Context: an optimization exercise on an open-source flow, tuned for small area. The choices shown serve that exercise and are no tape-out recipe. Function was checked by simulation only, so behaviour that the tests miss may differ from the original. Power is estimated from default activity; no workload was simulated.

==> flow/design.v <==
`default_nettype none
package storeBufPkg;
    localparam int numCores = 16;
    localparam int numSlots = 16;
    localparam int wordsPerLine = 4;
    localparam int numRows = numSlots / wordsPerLine;
    localparam int wordWidth = 16;
    localparam int slotWidth = $clog2(numSlots);
    localparam int rowWidth = $clog2(numRows);
    localparam int lineWidth = wordsPerLine * wordWidth;
    typedef logic [wordWidth-1:0] wordT;
    typedef logic [slotWidth-1:0] slotT;
    typedef logic [rowWidth-1:0] rowT;
    typedef logic [lineWidth-1:0] lineDataT;    
    typedef struct packed {
        logic [numSlots-1:0] writeMask;         
        wordT [numSlots-1:0] words;             
    } commitT;
    typedef struct packed {
        rowT row;
        lineDataT data;
    } lineT;
endpackage
`default_nettype wire
`default_nettype none
`timescale 1ns/100ps
module handshakeSlice (
    input logic load,
    input storeBufPkg::rowT row,
    input storeBufPkg::wordT [storeBufPkg::numSlots-1:0] bank,
    input storeBufPkg::lineDataT lineData,
    output storeBufPkg::lineDataT nextData
);
    logic [storeBufPkg::numRows-1:0] rowSel;
    for (genvar r = 0; r < storeBufPkg::numRows; r++)
    begin : rowDecode
        assign rowSel[r] = load && (row == r);
    end
    for (genvar w = 0; w < storeBufPkg::wordsPerLine; w++)
    begin : word
        localparam int lsb = (storeBufPkg::wordsPerLine - 1 - w) * storeBufPkg::wordWidth;
        for (genvar b = 0; b < storeBufPkg::wordWidth; b++)
        begin : bits
            lineBit lb (
                .rowSel(rowSel),
                .bank({bank[3*storeBufPkg::wordsPerLine + w][b], bank[2*storeBufPkg::wordsPerLine + w][b],
                       bank[storeBufPkg::wordsPerLine + w][b], bank[w][b]}),
                .hold(!load),
                .q(lineData[lsb + b]),
                .next(nextData[lsb + b])
            );
        end
    end
endmodule
`default_nettype wire
`default_nettype none
`timescale 1ns/100ps
module coreDecode (
    input logic write,
    input logic en,
    input storeBufPkg::slotT addr,
    output logic [3:0] lo,
    output logic [3:0] loN,
    output logic [3:0] hi,
    output logic [3:0] hiN
);
    for (genvar j = 0; j < 4; j++)
    begin : half
        assign lo[j] = write && en && (addr[1:0] == j);
        assign loN[j] = !lo[j];
        assign hi[j] = (addr[3:2] == j);
        assign hiN[j] = !hi[j];
    end
endmodule
module slotSelect (
    input logic rstN,
    input logic [storeBufPkg::numCores-1:0] lo,
    input logic [storeBufPkg::numCores-1:0] loN,
    input logic [storeBufPkg::numCores-1:0] hi,
    input logic [storeBufPkg::numCores-1:0] hiN,
    output logic [storeBufPkg::numCores-1:0] sel,
    output logic keep
);
    logic [storeBufPkg::numCores:0] free;
    assign free[storeBufPkg::numCores] = rstN;
    for (genvar c = storeBufPkg::numCores - 1; c >= 0; c--)
    begin : core
        cellAnd3 win (.a(lo[c]), .b(hi[c]), .c(free[c+1]), .y(sel[c]));
        cellO21a pass (.a1(loN[c]), .a2(hiN[c]), .b1(free[c+1]), .y(free[c]));
    end
    assign keep = free[0];
endmodule
module storeMerge (
    input logic rstN,
    input logic [storeBufPkg::numCores-1:0] coreEn,
    input storeBufPkg::slotT [storeBufPkg::numCores-1:0] coreAddr,
    input logic [storeBufPkg::numCores-1:0] coreMemWr,
    output logic [storeBufPkg::numSlots-1:0][storeBufPkg::numCores-1:0] sel,
    output logic [storeBufPkg::numSlots-1:0] keep
);
    logic write;
    logic [3:0][storeBufPkg::numCores-1:0] lo;
    logic [3:0][storeBufPkg::numCores-1:0] loN;
    logic [3:0][storeBufPkg::numCores-1:0] hi;
    logic [3:0][storeBufPkg::numCores-1:0] hiN;
    assign write = rstN && (&coreMemWr);
    for (genvar c = 0; c < storeBufPkg::numCores; c++)
    begin : core
        logic [3:0] cLo, cLoN, cHi, cHiN;
        coreDecode dec (
            .write(write), .en(coreEn[c]), .addr(coreAddr[c]),
            .lo(cLo), .loN(cLoN), .hi(cHi), .hiN(cHiN)
        );
        for (genvar j = 0; j < 4; j++)
        begin : half
            assign lo[j][c] = cLo[j];
            assign loN[j][c] = cLoN[j];
            assign hi[j][c] = cHi[j];
            assign hiN[j][c] = cHiN[j];
        end
    end
    for (genvar s = 0; s < storeBufPkg::numSlots; s++)
    begin : slot
        slotSelect select (
            .rstN(rstN),
            .lo(lo[s % 4]), .loN(loN[s % 4]),
            .hi(hi[s / 4]), .hiN(hiN[s / 4]),
            .sel(sel[s]), .keep(keep[s])
        );
    end
endmodule
`default_nettype wire
`default_nettype none
`timescale 1ns/100ps
module cellA222oi (
    input logic a1,
    input logic a2,
    input logic b1,
    input logic b2,
    input logic c1,
    input logic c2,
    output logic y
);
    assign y = !((a1 && a2) || (b1 && b2) || (c1 && c2));
endmodule
module cellNand2 (
    input logic a,
    input logic b,
    output logic y
);
    assign y = !(a && b);
endmodule
module cellNand3 (
    input logic a,
    input logic b,
    input logic c,
    output logic y
);
    assign y = !(a && b && c);
endmodule
module cellNand4 (
    input logic a,
    input logic b,
    input logic c,
    input logic d,
    output logic y
);
    assign y = !(a && b && c && d);
endmodule
module cellAnd4 (
    input logic a,
    input logic b,
    input logic c,
    input logic d,
    output logic y
);
    assign y = a && b && c && d;
endmodule
module cellAnd3 (
    input logic a,
    input logic b,
    input logic c,
    output logic y
);
    assign y = a && b && c;
endmodule
module cellO21a (
    input logic a1,
    input logic a2,
    input logic b1,
    output logic y
);
    assign y = (a1 || a2) && b1;
endmodule
module bankBit (
    input logic [storeBufPkg::numCores-1:0] sel,
    input logic [storeBufPkg::numCores-1:0] data,
    input logic keep,
    input logic q,
    output logic next
);
    logic [6:0] termN;
    logic low;
    for (genvar k = 0; k < 5; k++)
    begin : group
        cellA222oi xp (
            .a1(sel[3*k]), .a2(data[3*k]),
            .b1(sel[3*k+1]), .b2(data[3*k+1]),
            .c1(sel[3*k+2]), .c2(data[3*k+2]),
            .y(termN[k])
        );
    end
    cellNand2 last (.a(sel[15]), .b(data[15]), .y(termN[5]));
    cellNand2 hold (.a(keep), .b(q), .y(termN[6]));
    cellAnd4 lowPart (.a(termN[0]), .b(termN[1]), .c(termN[2]), .d(termN[3]), .y(low));
    cellNand4 out (.a(low), .b(termN[4]), .c(termN[5]), .d(termN[6]), .y(next));
endmodule
module lineBit (
    input logic [storeBufPkg::numRows-1:0] rowSel,
    input logic [storeBufPkg::numRows-1:0] bank,
    input logic hold,
    input logic q,
    output logic next
);
    logic [2:0] termN;
    cellA222oi xp (
        .a1(rowSel[0]), .a2(bank[0]),
        .b1(rowSel[1]), .b2(bank[1]),
        .c1(rowSel[2]), .c2(bank[2]),
        .y(termN[0])
    );
    cellNand2 last (.a(rowSel[3]), .b(bank[3]), .y(termN[1]));
    cellNand2 keep (.a(hold), .b(q), .y(termN[2]));
    cellNand3 out (.a(termN[0]), .b(termN[1]), .c(termN[2]), .y(next));
endmodule
`default_nettype wire
`default_nettype none
`timescale 1ns/100ps
module storeBufTop (
    input logic clk,
    input logic rstN,
    input logic [storeBufPkg::numCores-1:0] coreEn,
    input logic [storeBufPkg::numCores*storeBufPkg::slotWidth-1:0] coreAddr,
    input logic [storeBufPkg::numCores*storeBufPkg::wordWidth-1:0] coreData,
    input logic [storeBufPkg::numCores-1:0] coreMemWr,
    input logic flushValid,
    output logic flushReady,
    input storeBufPkg::rowT flushRow,
    output logic lineValid,
    input logic lineReady,
    output storeBufPkg::rowT lineRow,
    output storeBufPkg::lineDataT lineData
);
    logic [storeBufPkg::numSlots-1:0][storeBufPkg::numCores-1:0] sel;
    logic [storeBufPkg::numSlots-1:0] keep;
    storeBufPkg::wordT [storeBufPkg::numSlots-1:0] bank;
    storeBufPkg::wordT [storeBufPkg::numSlots-1:0] nextBank;
    logic load;
    storeBufPkg::lineDataT nextLine;
    storeMerge merge (
        .rstN(rstN),
        .coreEn(coreEn),
        .coreAddr(coreAddr),
        .coreMemWr(coreMemWr),
        .sel(sel),
        .keep(keep)
    );
    for (genvar s = 0; s < storeBufPkg::numSlots; s++)
    begin : slot
        for (genvar b = 0; b < storeBufPkg::wordWidth; b++)
        begin : bits
            logic [storeBufPkg::numCores-1:0] data;
            for (genvar c = 0; c < storeBufPkg::numCores; c++)
            begin : core
                assign data[c] = coreData[c * storeBufPkg::wordWidth + b];
            end
            bankBit bb (
                .sel(sel[s]),
                .data(data),
                .keep(keep[s]),
                .q(bank[s][b]),
                .next(nextBank[s][b])
            );
        end
    end
    always_ff @(posedge clk)
    begin
        bank <= nextBank;
    end
    assign flushReady = !lineValid || lineReady;
    assign load = flushValid && flushReady;
    handshakeSlice lineLoad (
        .load(load),
        .row(flushRow),
        .bank(bank),
        .lineData(lineData),
        .nextData(nextLine)
    );
    always_ff @(posedge clk)
    begin
        if (!rstN)
        begin
            lineValid <= 1'b0;
        end
        else if (flushReady)
        begin
            lineValid <= flushValid;
        end
        if (load)
        begin
            lineRow <= flushRow;
        end
        lineData <= nextLine;
    end
endmodule
`default_nettype wire
==> flow/run.sh <==
#!/bin/bash
# synth_recipe.tcl (not shown) runs the flow's synth.tcl, then flattens the netlist and writes it again
# the make line also repeats each setting of config.mk as NAME=value (left out here)
make -C /OpenROAD-flow-scripts/flow DESIGN_CONFIG=/design/flow/config.mk WORK_HOME=/design/flow/orfs CLKGATE_MAP_FILE= SYNTH_SCRIPT=/design/flow/synth_recipe.tcl finish
==> flow/config.mk <==
export PLATFORM = sky130hd
export DESIGN_NAME = storeBufTop
export DESIGN_NICKNAME = storeBufTop
export VERILOG_FILES = /design/flow/design.v
export SDC_FILE = /design/flow/constraint.sdc
export NUM_CORES = 4
export LEC_CHECK = 0
export CAP_MARGIN = 40
export CORE_MARGIN = 2
export CORE_UTILIZATION = 12
export PLACE_DENSITY = 0.2
export SLEW_MARGIN = 40
export SYNTH_HIERARCHICAL = 1
==> flow/constraint.sdc <==
create_clock -name core_clock -period 8.0 [get_ports {clk}]
set_input_delay 1.6000 -clock core_clock [delete_from_list [all_inputs] [get_ports {clk}]]
set_output_delay 1.6000 -clock core_clock [all_outputs]
set_load 0.01 [all_outputs]
==> impl_metrics.toml, run 1 <==
[status]
outcome = "timing/DRC/antenna clean"

[yosys]
post_synth_instance_area_um2 = 32100
synth.net_count = 4024
synth_cell_type_count = 26
ys_ff_latch = 323
yosys_warnings = 7
synth-seq-area-share = 0.202
netlist_instances = 3666
post_synth.cell_area_avg_um2 = 8.75

[route]
drt_iter0_markers = 17011
num_vias = 56139
detailroute.wirelength.met2_mm = 195
wl_per_cell_um = 58.7
wirelength_met1_mm = 185
via_count_normalized_by_instance_count = 6.89
top_layer = "met5"
ant_nets = 0
met3RoutedLength_mm = 58.9
post-route-drc-count = 0
final_wl_mm = 479
drtPass1Iterations = 17

[timing]
worstMarginPinSlew_ns = 1.01
hold_viol_final = 0
headroom_to_the_max_slew_limit = 0.328
report.final.setup_viol = 0
setup_slack_ns = 1.20
timing.final.crit_share = 0.849
rsz0062_at_grt = "false"
final.setup.tns_ns = 0
finalClockSkew_ns = 0.0336
report.final.slew_viol_count = 0
achievable-frequency_ghz = 0.147
whs_ns = 0.455
layout_min_cycle_time_ns = 6.80

[power_and_ir_drop]
p_leak_nw = 13.9
peak_ir_drop_on_the_vdd_network_uv = 184
p_per_area_nw_per_um2 = 122

[setup_path]
worstRegToRegCells = 7
crit_path_max_fanout = 75
worst-endpoint-required_ns = 8.55
timing.critical_path.from_type = "primary input"
rrSetupSlack_ns = 5.15
r2r-start = "lineValid$_SDFFE_PN0P_"
crit_path_end_kind = "flop"
setup.worst_path.class = "in -> reg"
crit_path_start = "coreMemWr[8]"
worst_ep_arrival_time_ns = 7.34
worst_reg2reg_endpoint = "lineData[20]$_DFF_P_"

[clock_network]
tritoncts_num_sinks = 323
clock_edge_transition_at_the_registers_on_the_reported_setup_and_hold_paths_ns = 0.06
clock_tree.htree_level_count = 2
cts_repair_resize_count = 0
clock_tree_from_tritoncts = "built"
clock_tree.root_cell = "sky130_fd_sc_hd__clkbuf_16"
cts_inserted_buffers = 54
cts-hold-fix-buffers = 0
cts_setup_buffers = 0
worstSkewPairLatency_ns = 0.74
max-clock-path-buffers = 3

[cells_and_area]
layout.filler_cells = 29778
post_route_cells_drive_above_1_share = 0.147
final-instance-count-excl-fill = 8149
nets = 4905
area_delta_synth_final_pct = 42.4

[global_route]
grt_pass1_wl_mm = 598
maximum_number_of_pins_on_one_net_before_global_route_repair = 76
number_of_antenna_violations_at_the_first_check_in_global_routing = 71
vias_in_the_first_global_route = 53585
globalRoute.totalOverflow = 0
grt_usage = 0.333

[floorplanning]
die_height_um = 521
placement_rows = 189
die_area_um2 = 272000
core_um2 = 266000
fp.dieW_um = 521
start_util = 0.121
total_i_o_pin_count = 426

[hold_path]
holdCritPathClass = "reg -> reg"
hold_start = "bank[204]$_DFF_P_"
hold-path-endpoint = "lineData[60]$_DFF_P_"
timing.hold.worst_path_depth = 2

[run]
timing.max_cap.violations = 0

[placed_design]
dp.cells = 8022
finalWeightedCongestion = 0.973
buffer_ports.inserted = 425
pre_cts_ws_ns = 0.673
hpwl_after_detailed_placement_mm = 316
==> area by class of cell <==
class	instances	area, µm²	area share
Sequential cell	323	6490	0.142
Multi-Input combinational cell	3341	25900	0.566
Tap cell	3533	4420	0.0967
Clock buffer	82	1560	0.0341
Inverter	2	8.76	0.000192
Antenna cell	25	62.6	0.00137
Clock inverter	18	241	0.00528
Timing Repair Buffer	825	7050	0.154
==> cells by family (layout without fill, tap and decap cells) <==
family,after synthesis,after routing,synth area share
AO/OA/AOI/OAI,1601,1601,0.479
buffers and inverters,2,927,0.000234
flip-flops,323,323,0.202
other,0,25,0
AND/OR/NAND/NOR,1740,1740,0.318
==> modules after synthesis, one instance, submodules excluded, a selection <==
module | area [µm²] | flops+latches | copies in the design
cellA222oi | 10.0 | 0 | 1344
cellO21a | 7.51 | 0 | 256
coreDecode | 121 | 0 | 16
cellAnd3 | 6.26 | 0 | 256
cellNand4 | 6.26 | 0 | 256
cellAnd4 | 8.76 | 0 | 256
handshakeSlice | 41.3 | 0 | 1
storeBufTop | 6520 | 323 | 1
cellNand3 | 5.00 | 0 | 64
storeMerge | 43.8 | 0 | 1
cellNand2 | 3.75 | 0 | 640
==> synth_stat cells <==
| cell | count | area share |
|---|---|---|
| sky130_fd_sc_hd__a222oi_1 | 1344 | 0.42 |
| sky130_fd_sc_hd__nand2_1 | 656 | 0.077 |
| sky130_fd_sc_hd__dfxtp_1 | 321 | 0.20 |
| sky130_fd_sc_hd__nand4_1 | 274 | 0.053 |
| sky130_fd_sc_hd__and4_1 | 273 | 0.075 |
| sky130_fd_sc_hd__and3_1 | 256 | 0.050 |
| sky130_fd_sc_hd__o21a_1 | 256 | 0.060 |
| sky130_fd_sc_hd__nand3_1 | 66 | 0.010 |
| sky130_fd_sc_hd__and4b_1 | 32 | 0.010 |
| sky130_fd_sc_hd__nand2b_1 | 32 | 0.0062 |
| sky130_fd_sc_hd__nand4b_1 | 32 | 0.0087 |
| sky130_fd_sc_hd__nor2b_1 | 32 | 0.0062 |
| sky130_fd_sc_hd__and2_1 | 16 | 0.0031 |
| sky130_fd_sc_hd__and4bb_1 | 16 | 0.0062 |
| sky130_fd_sc_hd__nand4bb_1 | 16 | 0.0056 |
| sky130_fd_sc_hd__nor2_1 | 16 | 0.0019 |
| sky130_fd_sc_hd__or2_1 | 16 | 0.0031 |
| sky130_fd_sc_hd__and3b_1 | 2 | 0.00055 |
| sky130_fd_sc_hd__edfxtp_1 | 2 | 0.0019 |
| sky130_fd_sc_hd__inv_1 | 2 | 0.00023 |
| sky130_fd_sc_hd__a21boi_2 | 1 | 0.00035 |
| sky130_fd_sc_hd__and2_4 | 1 | 0.00027 |
| sky130_fd_sc_hd__and3_2 | 1 | 0.00023 |
| sky130_fd_sc_hd__nand2b_4 | 1 | 0.00043 |
| sky130_fd_sc_hd__nor3b_2 | 1 | 0.00039 |
| sky130_fd_sc_hd__nor4_2 | 1 | 0.00039 |
==> worst max-delay path, cell delays in order <==
cell and delay [ns]:
sky130_fd_sc_hd__clkdlybuf4s50_1 0.46, sky130_fd_sc_hd__and4_1 0.19, sky130_fd_sc_hd__nand3_1 0.13, sky130_fd_sc_hd__nor4_4 0.31, sky130_fd_sc_hd__buf_4 0.30, sky130_fd_sc_hd__buf_4 0.39, sky130_fd_sc_hd__buf_4 0.61, sky130_fd_sc_hd__nand4bb_1 0.28
sky130_fd_sc_hd__o21a_1 0.27, sky130_fd_sc_hd__o21a_1 0.14, sky130_fd_sc_hd__o21a_1 0.13, sky130_fd_sc_hd__o21a_1 0.13, sky130_fd_sc_hd__o21a_1 0.13, sky130_fd_sc_hd__o21a_1 0.11, sky130_fd_sc_hd__o21a_1 0.12, sky130_fd_sc_hd__o21a_1 0.12
sky130_fd_sc_hd__o21a_1 0.12, sky130_fd_sc_hd__and3_1 0.50, sky130_fd_sc_hd__buf_4 0.39, sky130_fd_sc_hd__a222oi_1 0.35, sky130_fd_sc_hd__and4_1 0.36, sky130_fd_sc_hd__nand4_1 0.12
==> cell usage in the layout (no fill, tap or decap), types with 57 or more instances in the layout <==
master | netlist | routed
sky130_fd_sc_hd__nand4_1 | 274 | 274
sky130_fd_sc_hd__o21a_1 | 256 | 256
sky130_fd_sc_hd__a222oi_1 | 1344 | 1344
sky130_fd_sc_hd__nand3_1 | 66 | 66
sky130_fd_sc_hd__and3_2 | 1 | 102
sky130_fd_sc_hd__buf_4 | 0 | 396
sky130_fd_sc_hd__buf_2 | 0 | 57
sky130_fd_sc_hd__and3_1 | 256 | 131
sky130_fd_sc_hd__and4_1 | 273 | 273
sky130_fd_sc_hd__clkdlybuf4s50_1 | 0 | 367
sky130_fd_sc_hd__nand2_1 | 656 | 656
sky130_fd_sc_hd__dfxtp_1 | 321 | 321
==> per-stage QoR <==
| stage | power, mW | cell area (µm²) | util |
|---|---|---|---|
| 5_1_grt | 5.64 | 45600 | 0.172 |
| 2_1_floorplan | 1.80 | 32100 | - |
| 6_report | 5.59 | 45700 | 0.172 |
| 3_3_place_gp | 2.97 | 43800 | 0.165 |
| 4_1_cts | 5.57 | 45500 | 0.171 |
| 3_5_place_dp | 2.96 | 43700 | 0.165 |
==> metal layers <==
| layer | GRT usage | up-vias |
|---|---|---|
| li1 | - | 20213 |
| met1 | 0.395 | 28730 |
| met2 | 0.479 | 5607 |
| met3 | 0.139 | 1560 |
| met4 | 0.237 | 29 |
| met5 | 0.00807 | - |
==> registers in the layout, indices dropped and copies added, names as in the netlist <==
register	cells
lineData	64
lineValid	1
bank	256
lineRow	2
==> where the power goes <==
group | leakage (nW) | internal [mW] | switching (mW)
Sequential | 2.60 | 1.61 | 0.000484
Combinational | 10.5 | 0.303 | 1.09
Clock | 0.873 | 1.49 | 1.09
==> how the worst max path moves through the flow <==
stage | endpoint | slack (ns) | cells past startpoint
floorplan | bank[112]$_DFF_P_ | 0.28 | 23
global placement | bank[100]$_DFF_P_ | 0.50 | 22
finish | bank[201]$_DFF_P_ | 1.20 | 22
global route | bank[201]$_DFF_P_ | 1.00 | 22
CTS | bank[100]$_DFF_P_ | 1.41 | 22
detailed placement | bank[100]$_DFF_P_ | 0.67 | 22
==> inputs of run 2 (changes only) <==
--- a/flow/design.v
+++ b/flow/design.v
@@ -64,12 +64,27 @@
     output logic [3:0] hi,
     output logic [3:0] hiN
 );
+    storeBufPkg::slotT addrN;
+    logic enN;
+    logic [3:0] matchN;
+    for (genvar k = 0; k < storeBufPkg::slotWidth; k++)
+    begin : bits
+        cellInv inv (.a(addr[k]), .y(addrN[k]));
+    end
+    cellNand2 enable (.a(write), .b(en), .y(enN));
     for (genvar j = 0; j < 4; j++)
     begin : half
-        assign lo[j] = write && en && (addr[1:0] == j);
-        assign loN[j] = !lo[j];
-        assign hi[j] = (addr[3:2] == j);
-        assign hiN[j] = !hi[j];
+        cellNand2 loMatch (
+            .a(j[0] ? addr[0] : addrN[0]), .b(j[1] ? addr[1] : addrN[1]), .y(matchN[j])
+        );
+        cellNor2 loHit (.a(enN), .b(matchN[j]), .y(lo[j]));
+        cellInv loInv (.a(lo[j]), .y(loN[j]));
+        cellNor2 hiHit (
+            .a(j[0] ? addrN[2] : addr[2]), .b(j[1] ? addrN[3] : addr[3]), .y(hi[j])
+        );
+        cellNand2 hiMiss (
+            .a(j[0] ? addr[2] : addrN[2]), .b(j[1] ? addr[3] : addrN[3]), .y(hiN[j])
+        );
     end
 endmodule
 module slotSelect (
@@ -150,6 +165,19 @@
 );
     assign y = !(a && b);
 endmodule
+module cellInv (
+    input logic a,
+    output logic y
+);
+    assign y = !a;
+endmodule
+module cellNor2 (
+    input logic a,
+    input logic b,
+    output logic y
+);
+    assign y = !(a || b);
+endmodule
 module cellNand3 (
     input logic a,
     input logic b,
@@ -192,6 +220,18 @@
 );
     assign y = (a1 || a2) && b1;
 endmodule
+module cellTail (
+    input logic a,
+    input logic b,
+    input logic c,
+    input logic s1,
+    input logic s2,
+    input logic k1,
+    input logic k2,
+    output logic y
+);
+    assign y = !(a && b && c && !((s1 && s2) || (k1 && k2)));
+endmodule
 module bankBit (
     input logic [storeBufPkg::numCores-1:0] sel,
     input logic [storeBufPkg::numCores-1:0] data,
@@ -199,7 +239,7 @@
     input logic q,
     output logic next
 );
-    logic [6:0] termN;
+    logic [4:0] termN;
     logic low;
     for (genvar k = 0; k < 5; k++)
     begin : group
@@ -210,10 +250,12 @@
             .y(termN[k])
         );
     end
-    cellNand2 last (.a(sel[15]), .b(data[15]), .y(termN[5]));
-    cellNand2 hold (.a(keep), .b(q), .y(termN[6]));
-    cellAnd4 lowPart (.a(termN[0]), .b(termN[1]), .c(termN[2]), .d(termN[3]), .y(low));
-    cellNand4 out (.a(low), .b(termN[4]), .c(termN[5]), .d(termN[6]), .y(next));
+    cellAnd3 lowPart (.a(termN[0]), .b(termN[1]), .c(termN[2]), .y(low));
+    cellTail out (
+        .a(low), .b(termN[3]), .c(termN[4]),
+        .s1(sel[15]), .s2(data[15]), .k1(keep), .k2(q),
+        .y(next)
+    );
 endmodule
 module lineBit (
     input logic [storeBufPkg::numRows-1:0] rowSel,
@@ -222,16 +264,7 @@
     input logic q,
     output logic next
 );
-    logic [2:0] termN;
-    cellA222oi xp (
-        .a1(rowSel[0]), .a2(bank[0]),
-        .b1(rowSel[1]), .b2(bank[1]),
-        .c1(rowSel[2]), .c2(bank[2]),
-        .y(termN[0])
-    );
-    cellNand2 last (.a(rowSel[3]), .b(bank[3]), .y(termN[1]));
-    cellNand2 keep (.a(hold), .b(q), .y(termN[2]));
-    cellNand3 out (.a(termN[0]), .b(termN[1]), .c(termN[2]), .y(next));
+    assign next = (|(rowSel & bank)) || (hold && q);
 endmodule
 `default_nettype wire
 `default_nettype none
==> flow/config.mk (replaced) <==
export PLATFORM = sky130hd
export DESIGN_NAME = storeBufTop
export DESIGN_NICKNAME = storeBufTop
export VERILOG_FILES = /design/flow/design.v
export SDC_FILE = /design/flow/constraint.sdc
export NUM_CORES = 4
export LEC_CHECK = 0
export CAP_MARGIN = 10
export CORE_MARGIN = 2
export CORE_UTILIZATION = 40
export GPL_TIMING_DRIVEN = 0
export PLACE_DENSITY = 0.5
export SLEW_MARGIN = 10
export SYNTH_HIERARCHICAL = 1
==> run 2 against run 1 <==
  * The flow now stops in global routing
  * Synthesized area decreased by 3.6%
  * Synthesized cell count decreased by 4.8%
==> impl_metrics.toml, run 2 <==
[yosys]
ys_async_sr_fraction = 0
synth-edff-count = 2
synth.net_count = 3848
netlist_instances = 3490
netlist.top_cell.by_area = "sky130_fd_sc_hd__a222oi_1"
most_common_cell_in_the_netlist = "sky130_fd_sc_hd__a222oi_1"
synth_top_cell_area_share = 0.435
synth_top_flop_cell = "sky130_fd_sc_hd__dfxtp_1"
synth_common_cells = "sky130_fd_sc_hd__a222oi_1 (1344), sky130_fd_sc_hd__and3_1 (512), sky130_fd_sc_hd__dfxtp_1 (321)"
synth_cell_type_count = 19
ys_ff_latch = 323
post_synth.cell_area_avg_um2 = 8.86
synth_area_leaders = "sky130_fd_sc_hd__a222oi_1 (43%), sky130_fd_sc_hd__dfxtp_1 (21%), sky130_fd_sc_hd__and3_1 (10%), sky130_fd_sc_hd__a22oi_1 (7.8%), sky130_fd_sc_hd__o21a_1 (6.2%)"
synth-seq-area-share = 0.210
post_synth_instance_area_um2 = 30900
yosys_warnings = 7

[global_route]
grt_pass1_wl_mm = 522
grt_usage = 0.910
globalRoute.totalOverflow = 592
vias_in_the_first_global_route = 60029
maximum_number_of_pins_on_one_net_before_global_route_repair = 39

[clock_network]
max-clock-path-buffers = 3
cts_setup_buffers = 0
cts-hold-fix-buffers = 0
tritoncts_num_sinks = 323
clock_tree.htree_level_count = 2
cts_repair_resize_count = 0
clock_tree.root_cell = "sky130_fd_sc_hd__clkbuf_16"
cts_inserted_buffers = 42

[floorplanning]
total_i_o_pin_count = 426
start_util = 0.406
fp.dieW_um = 282
placement_rows = 101
die_height_um = 282

[status]
error = "[ERROR GRT-0116] Global routing finished with congestion. Check the congestion regions in the DRC Viewer."
outcome = "stopped before the end"
failing_step = "global routing"

[placed_design]
finalWeightedCongestion = 1.17
hpwl_after_detailed_placement_mm = 196
pre_cts_ws_ns = 0.220
detailed_place.area_um2 = 38100
buffer_ports.inserted = 425
run 2: cell count changes after synthesis, sizes merged, moves of 64 or more:
cell   change
a22oi    +320
nand3     -64
nand2    -448
inv      +128
nor2     +112
and4     -272
and3     +256
run 2: worst max path at each step:
stage | start | endpoint | slack (ns) | cells after the start
after detailed placement | rstN | bank[119]$_DFF_P_ | 0.22 | 25
after floorplan | coreMemWr[8] | bank[0]$_DFF_P_ | 2.19 | 25
after global placement | rstN | bank[6]$_DFF_P_ | -1.17 | 25
after CTS | rstN | bank[119]$_DFF_P_ | 0.83 | 25
run 2: power groups by stage:
stage	clock (mW)	combinational (mW)	sequential, mW
floorplan	0	0.160	1.65
global placement	0	0.804	1.65
detailed placement	0	0.844	1.65
CTS	1.95	0.846	1.61
run 2: cell families after synthesis:
| kind of cell | synth area share |
|---|---|
| flops | 0.210 |
| compound gates | 0.575 |
| simple gates | 0.199 |
| buf+inv | 0.0158 |
run 2: per-module statistics from Yosys (local to each module, per instance), a selection:
module / cells inside / times used / cell area (µm²) / flops+latches
cellA222oi: 1 / 1280 / 10.0 / 0
cellInv: 1 / 128 / 3.75 / 0
cellNand2: 1 / 144 / 3.75 / 0
cellO21a: 1 / 256 / 7.51 / 0
cellTail: 2 / 256 / 13.8 / 0
handshakeSlice: 5 / 1 / 41.3 / 0
lineBit: 3 / 64 / 21.3 / 0
storeBufTop: 327 / 1 / 6520 / 323
storeMerge: 6 / 1 / 43.8 / 0
run 2: routing by layer:
| layer | global-route usage | overflow |
|---|---|---|
| met5 | 0.754 | 23 |
| met4 | 0.873 | 169 |
| met3 | 0.874 | 122 |
| met2 | 0.971 | 187 |
| met1 | 0.911 | 91 |
run 2: metrics by stage:
stage	hold slack [ns]	TNS (ns)	instances
floorplan	0.444	0	3490
global placement	0.454	-231.71	4945
detailed placement	0.457	0	5005
CTS	0.471	0	5080

separate check: timing with driven ports:
In the flow no input, the clock included, has a driving cell. The finished layout below was timed again as built, in two steps. Step 1, drivers: a clkbuf_16 drives clk and a buf_2 each remaining input, both assumed. Step 2, shift: input delay + t, output delay - t, t = (earliest + latest rising clock arrival at the registers) / 2. This alone moves slack from input paths to output paths. Slacks: ideal ports / drivers / drivers and shift; pairs: ideal ports / drivers.
run: run 1
shift t [ns]: 0.819
setup slack, ns: 1.205 / 1.276 / 0.457
hold WS [ns]: 0.455 / 0.455 / 0.455
latest minus earliest clock arrival (ns): 0.049 / 0.049
After both steps run 1 still meets setup and hold. For run 1, drivers alone change the setup slack by +0.071 ns; drivers and shift together by -0.748 ns.
